Background: an optimization exercise with open tools, aiming at small area. Do not read the settings as production practice.
Only simulation tests tie the RTL to the original design; equivalence was not proved.
No activity file was given, so power comes from the tool's default toggle rates.

==> flow/design.v <==
module regfile_mp #(
  parameter int DATA_W   = 32,
  parameter int ADDR_W   = 6,
  parameter int ZERO_REG = 1
) (
  input  logic              clock,
  input  logic              reset_n,
  input  logic              read,
  input  logic              write,
  input  logic [ADDR_W-1:0] rs,
  input  logic [ADDR_W-1:0] rt,
  input  logic [ADDR_W-1:0] rd,
  input  logic [DATA_W-1:0] datain,
  output logic [DATA_W-1:0] rs_out,
  output logic [DATA_W-1:0] rt_out,
  output logic              busy
);
  localparam int DEPTH = 1 << ADDR_W;
  localparam int LO    = (ZERO_REG != 0) ? 1 : 0;
  localparam int NE    = DEPTH - LO;    
  logic [ADDR_W-1:0] cnt_q;
  logic              busy_q;
  always_ff @(posedge clock) begin
    if (!reset_n) begin
      cnt_q  <= '0;
      busy_q <= 1'b1;
    end else begin
      cnt_q  <= cnt_q + ADDR_W'(1);
      if (cnt_q == '1) busy_q <= 1'b0;
    end
  end
  assign busy = busy_q;
  logic [DATA_W-1:0] mem_q [LO:DEPTH-1];
  logic [DATA_W-1:0] wdata, wdata_n;
  assign wdata_n = ~(datain & {DATA_W{!busy_q}});
  for (genvar b = 0; b < DATA_W; b++) begin : g_wd
    regfile_mp_inv u_wd (.a(wdata_n[b]), .y(wdata[b]));
  end
  localparam int HB = ADDR_W / 2;
  localparam int LB = ADDR_W - HB;
  localparam int NH = 1 << HB;
  localparam int NL = 1 << LB;
  logic en, hold;
  assign en   = read && !busy_q && reset_n;
  assign hold = reset_n && !(read && !busy_q);
  logic [NH-1:0] wh, sh, th;
  logic [NL-1:0] wl, sl, tl;
  for (genvar j = 0; j < NH; j++) begin : g_ph
    assign wh[j]   = write && rd[ADDR_W-1:LB] == HB'(j);
    assign sh[j]   = en && rs[ADDR_W-1:LB] == HB'(j);
    assign th[j]   = en && rt[ADDR_W-1:LB] == HB'(j);
  end
  for (genvar k = 0; k < NL; k++) begin : g_pl
    assign wl[k]   = rd[LB-1:0] == LB'(k);
    assign sl[k]   = rs[LB-1:0] == LB'(k);
    assign tl[k]   = rt[LB-1:0] == LB'(k);
  end
  logic [NE-1:0] rs_sel, rt_sel;
  for (genvar i = LO; i < DEPTH; i++) begin : g_row
    localparam int J = i >> LB;
    localparam int K = i & (NL - 1);
    logic nwe, we, ns, nt;
    regfile_mp_aoi21 u_nwe  (.a0(wh[J]), .a1(wl[K]), .b(busy_q), .y(nwe));
    regfile_mp_inv   u_we   (.a(nwe), .y(we));
    regfile_mp_nand3 u_ns   (.a(sh[J]), .b(sl[K]), .c(nwe), .y(ns));
    regfile_mp_inv   u_s    (.a(ns), .y(rs_sel[i-LO]));
    regfile_mp_nand3 u_nt   (.a(th[J]), .b(tl[K]), .c(nwe), .y(nt));
    regfile_mp_inv   u_t    (.a(nt), .y(rt_sel[i-LO]));
    always_ff @(posedge clock) begin
      if (we) mem_q[i] <= wdata;
    end
  end
  logic rs_byp, rt_byp;
  assign rs_byp = en && write && rd == rs && !(ZERO_REG != 0 && rs == '0);
  assign rt_byp = en && write && rd == rt && !(ZERO_REG != 0 && rt == '0);
  logic [NE-1:0][DATA_W-1:0] ent;
  for (genvar i = LO; i < DEPTH; i++) begin : g_ent
    assign ent[i-LO] = mem_q[i];
  end
  logic [DATA_W-1:0] rs_d, rt_d;
  regfile_mp_rdmux #(.NE(NE), .W(DATA_W)) u_rs (
    .sel(rs_sel), .ent(ent), .byp(rs_byp), .din(datain), .hold(hold), .q(rs_out), .d(rs_d)
  );
  regfile_mp_rdmux #(.NE(NE), .W(DATA_W)) u_rt (
    .sel(rt_sel), .ent(ent), .byp(rt_byp), .din(datain), .hold(hold), .q(rt_out), .d(rt_d)
  );
  always_ff @(posedge clock) begin
    rs_out <= rs_d;
    rt_out <= rt_d;
  end
endmodule
module regfile_mp_rdmux #(
  parameter int NE = 63,
  parameter int W  = 32
) (
  input  logic [NE-1:0]        sel,
  input  logic [NE-1:0][W-1:0] ent,
  input  logic                 byp,
  input  logic [W-1:0]         din,
  input  logic                 hold,
  input  logic [W-1:0]         q,
  output logic [W-1:0]         d
);
  localparam int NT = NE + 2;
  logic [NT-1:0] s;
  assign s = {hold, byp, sel};
  for (genvar b = 0; b < W; b++) begin : g_bit
    logic [NT-1:0] t;
    for (genvar i = 0; i < NE; i++) begin : g_t
      assign t[i] = ent[i][b];
    end
    assign t[NE]   = din[b];
    assign t[NE+1] = q[b];
    regfile_mp_orsel #(.N(NT)) u_or (.s(s), .t(t), .y(d[b]));
  end
endmodule
module regfile_mp_orsel #(
  parameter int N = 65
) (
  input  logic [N-1:0] s,
  input  logic [N-1:0] t,
  output logic         y
);
  localparam int NG = (N + 2) / 3;         
  localparam int NF = (NG + 3) / 4;        
  localparam int NH = (NF + 2) / 3;        
  logic [NG-1:0] p;
  logic [NF-1:0] f;
  logic [NH-1:0] h;
  for (genvar g = 0; g < NG; g++) begin : g_grp
    if (3 * g + 2 < N) begin : g_3
      regfile_mp_aoi222 u (.a0(s[3*g]), .b0(t[3*g]), .a1(s[3*g+1]), .b1(t[3*g+1]),
                           .a2(s[3*g+2]), .b2(t[3*g+2]), .y(p[g]));
    end else if (3 * g + 1 < N) begin : g_2
      regfile_mp_aoi22 u (.a0(s[3*g]), .b0(t[3*g]), .a1(s[3*g+1]), .b1(t[3*g+1]), .y(p[g]));
    end else begin : g_1
      regfile_mp_nand2 u (.a(s[3*g]), .b(t[3*g]), .y(p[g]));
    end
  end
  for (genvar k = 0; k < NF; k++) begin : g_f
    localparam int A = (k * NG) / NF;
    localparam int B = ((k + 1) * NG) / NF;
    if (B - A == 4) begin : g_4
      regfile_mp_nand4 u (.a(p[A]), .b(p[A+1]), .c(p[A+2]), .d(p[A+3]), .y(f[k]));
    end else if (B - A == 3) begin : g_3
      regfile_mp_nand3 u (.a(p[A]), .b(p[A+1]), .c(p[A+2]), .y(f[k]));
    end else if (B - A == 2) begin : g_2
      regfile_mp_nand2 u (.a(p[A]), .b(p[A+1]), .y(f[k]));
    end else begin : g_1
      regfile_mp_inv u (.a(p[A]), .y(f[k]));
    end
  end
  for (genvar k = 0; k < NH; k++) begin : g_h
    localparam int A = (k * NF) / NH;
    localparam int B = ((k + 1) * NF) / NH;
    if (B - A == 3) begin : g_3
      regfile_mp_nor3 u (.a(f[A]), .b(f[A+1]), .c(f[A+2]), .y(h[k]));
    end else if (B - A == 2) begin : g_2
      regfile_mp_nor2 u (.a(f[A]), .b(f[A+1]), .y(h[k]));
    end else begin : g_1
      regfile_mp_inv u (.a(f[A]), .y(h[k]));
    end
  end
  assign y = ~&h;
endmodule
module regfile_mp_aoi222 (
  input  logic a0, b0, a1, b1, a2, b2,
  output logic y
);
  assign y = ~((a0 & b0) | (a1 & b1) | (a2 & b2));
endmodule
module regfile_mp_aoi22 (
  input  logic a0, b0, a1, b1,
  output logic y
);
  assign y = ~((a0 & b0) | (a1 & b1));
endmodule
module regfile_mp_nand4 (
  input  logic a, b, c, d,
  output logic y
);
  assign y = ~(a & b & c & d);
endmodule
module regfile_mp_nand3 (
  input  logic a, b, c,
  output logic y
);
  assign y = ~(a & b & c);
endmodule
module regfile_mp_nand2 (
  input  logic a, b,
  output logic y
);
  assign y = ~(a & b);
endmodule
module regfile_mp_aoi21 (
  input  logic a0, a1, b,
  output logic y
);
  assign y = ~((a0 & a1) | b);
endmodule
module regfile_mp_nor3 (
  input  logic a, b, c,
  output logic y
);
  assign y = ~(a | b | c);
endmodule
module regfile_mp_nor2 (
  input  logic a, b,
  output logic y
);
  assign y = ~(a | b);
endmodule
module regfile_mp_inv (
  input  logic a,
  output logic y
);
  assign y = ~a;
endmodule
Settings: LEC_CHECK=0, CAP_MARGIN=20, CORE_MARGIN=2, CORE_UTILIZATION=65, SLEW_MARGIN=20, SYNTH_HIERARCHICAL=1, SYNTH_MINIMUM_KEEP_SIZE=0; clock period 5.0 ns.
standard.sh (not shown) runs the stock make flow with config.mk's settings and CLKGATE_MAP_FILE= SYNTH_SCRIPT=/design/flow/synth_recipe.tcl, a recipe that flattens the netlist after the stock synthesis.
==> flow/flow/run.sh <==
#!/bin/bash
# Own layout flow: the standard ORFS flow (standard.sh, unchanged
# synthesis and floorplan) with three changes:
#  - before each global placement the register-file flip-flops are placed as
#    a regular array and fixed (array_place.tcl), and released afterwards
#    (array_release.tcl), so rows and columns of the file get short nets;
#  - port buffers use sky130_fd_sc_hd__buf_1;
#  - clock tree synthesis does not insert dummy loads.
# Each step's full output goes to the ORFS logs under orfs/logs/; make's own
# output goes to flow_make.log here.
set -euo pipefail
here=$(pwd)
export PRE_GLOBAL_PLACE_SKIP_IO_TCL=$here/flow/array_place.tcl
export PRE_GLOBAL_PLACE_TCL=$here/flow/array_place.tcl
export POST_GLOBAL_PLACE_TCL=$here/flow/array_release.tcl
export BUFFER_PORTS_ARGS="-buffer_cell sky130_fd_sc_hd__buf_1"
export CTS_ARGS="-sink_clustering_enable -repair_clock_nets -dont_use_dummy_load -sink_clustering_size 18 -sink_clustering_max_diameter 45 -buf_list sky130_fd_sc_hd__clkbuf_8"
bash standard.sh > flow_make.log 2>&1
Other scripts of this flow, unchanged in this note and not shown: flow/flow/array_place.tcl, flow/flow/array_release.tcl
Next try:
CORE_UTILIZATION = 55   (was 65)
Critical path depth stays the same.
Global-route usage is lower by 5.4 points.
Final cell count is higher by 5.7%.
Area after synthesis does not change.
Setup slack improves by 400 ps.
Wire length is higher by about 2.8%.
Hold slack degrades by 57 ps.
Sequential cell count stays the same.
Next try:
CORE_UTILIZATION = 60   (was 55)
Clock power fell by 4.2%.
Cell area fell by 0.53%.
Critical path depth does not change.
Die area came out lower by 8.3%.
Global-route usage is higher by 1.2 points.
Non-clock buffer count climbs by 2.
Clock skew came out lower by 11 ps.
Sequential power barely changes.
Synthesized area does not change.

==> port drivers added, routing unchanged <==
Ports are ideal in the flow. The routed layouts listed here were re-timed in OpenROAD.
Step 1 assumes that a clkbuf_16 drives the clock port and a buf_2 every other input.
Step 2 adds t to the input delays and takes it off the output delays; t is the mean of the earliest and latest rising clock arrival at the registers after step 1. Input paths then give back, and output paths get back, about the clock's delay inside the block.
Slacks: ideal ports / drivers / drivers and shift; pairs: ideal ports / drivers.
run | shift t [ns] | setup slack, ns | worst hold slack (ns) | worst register clock-pin slew, ns | pins driven straight from the clock port
the first run | 0.994 | 0.823 / 0.823 / 0.075 | 0.485 / 0.485 / 0.485 | 0.11 / 0.11 | 1
the second run | 0.971 | 1.225 / 1.204 / 0.234 | 0.428 / 0.463 / 0.463 | 0.11 / 0.11 | 1
the third run | 0.992 | 1.296 / 1.221 / 0.229 | 0.404 / 0.452 / 0.467 | 0.10 / 0.10 | 1
After both steps setup and hold are still met in every run listed. The setup slack of the third run, which loses most, moves by -0.075 ns with the drivers and by -1.067 ns with both steps.
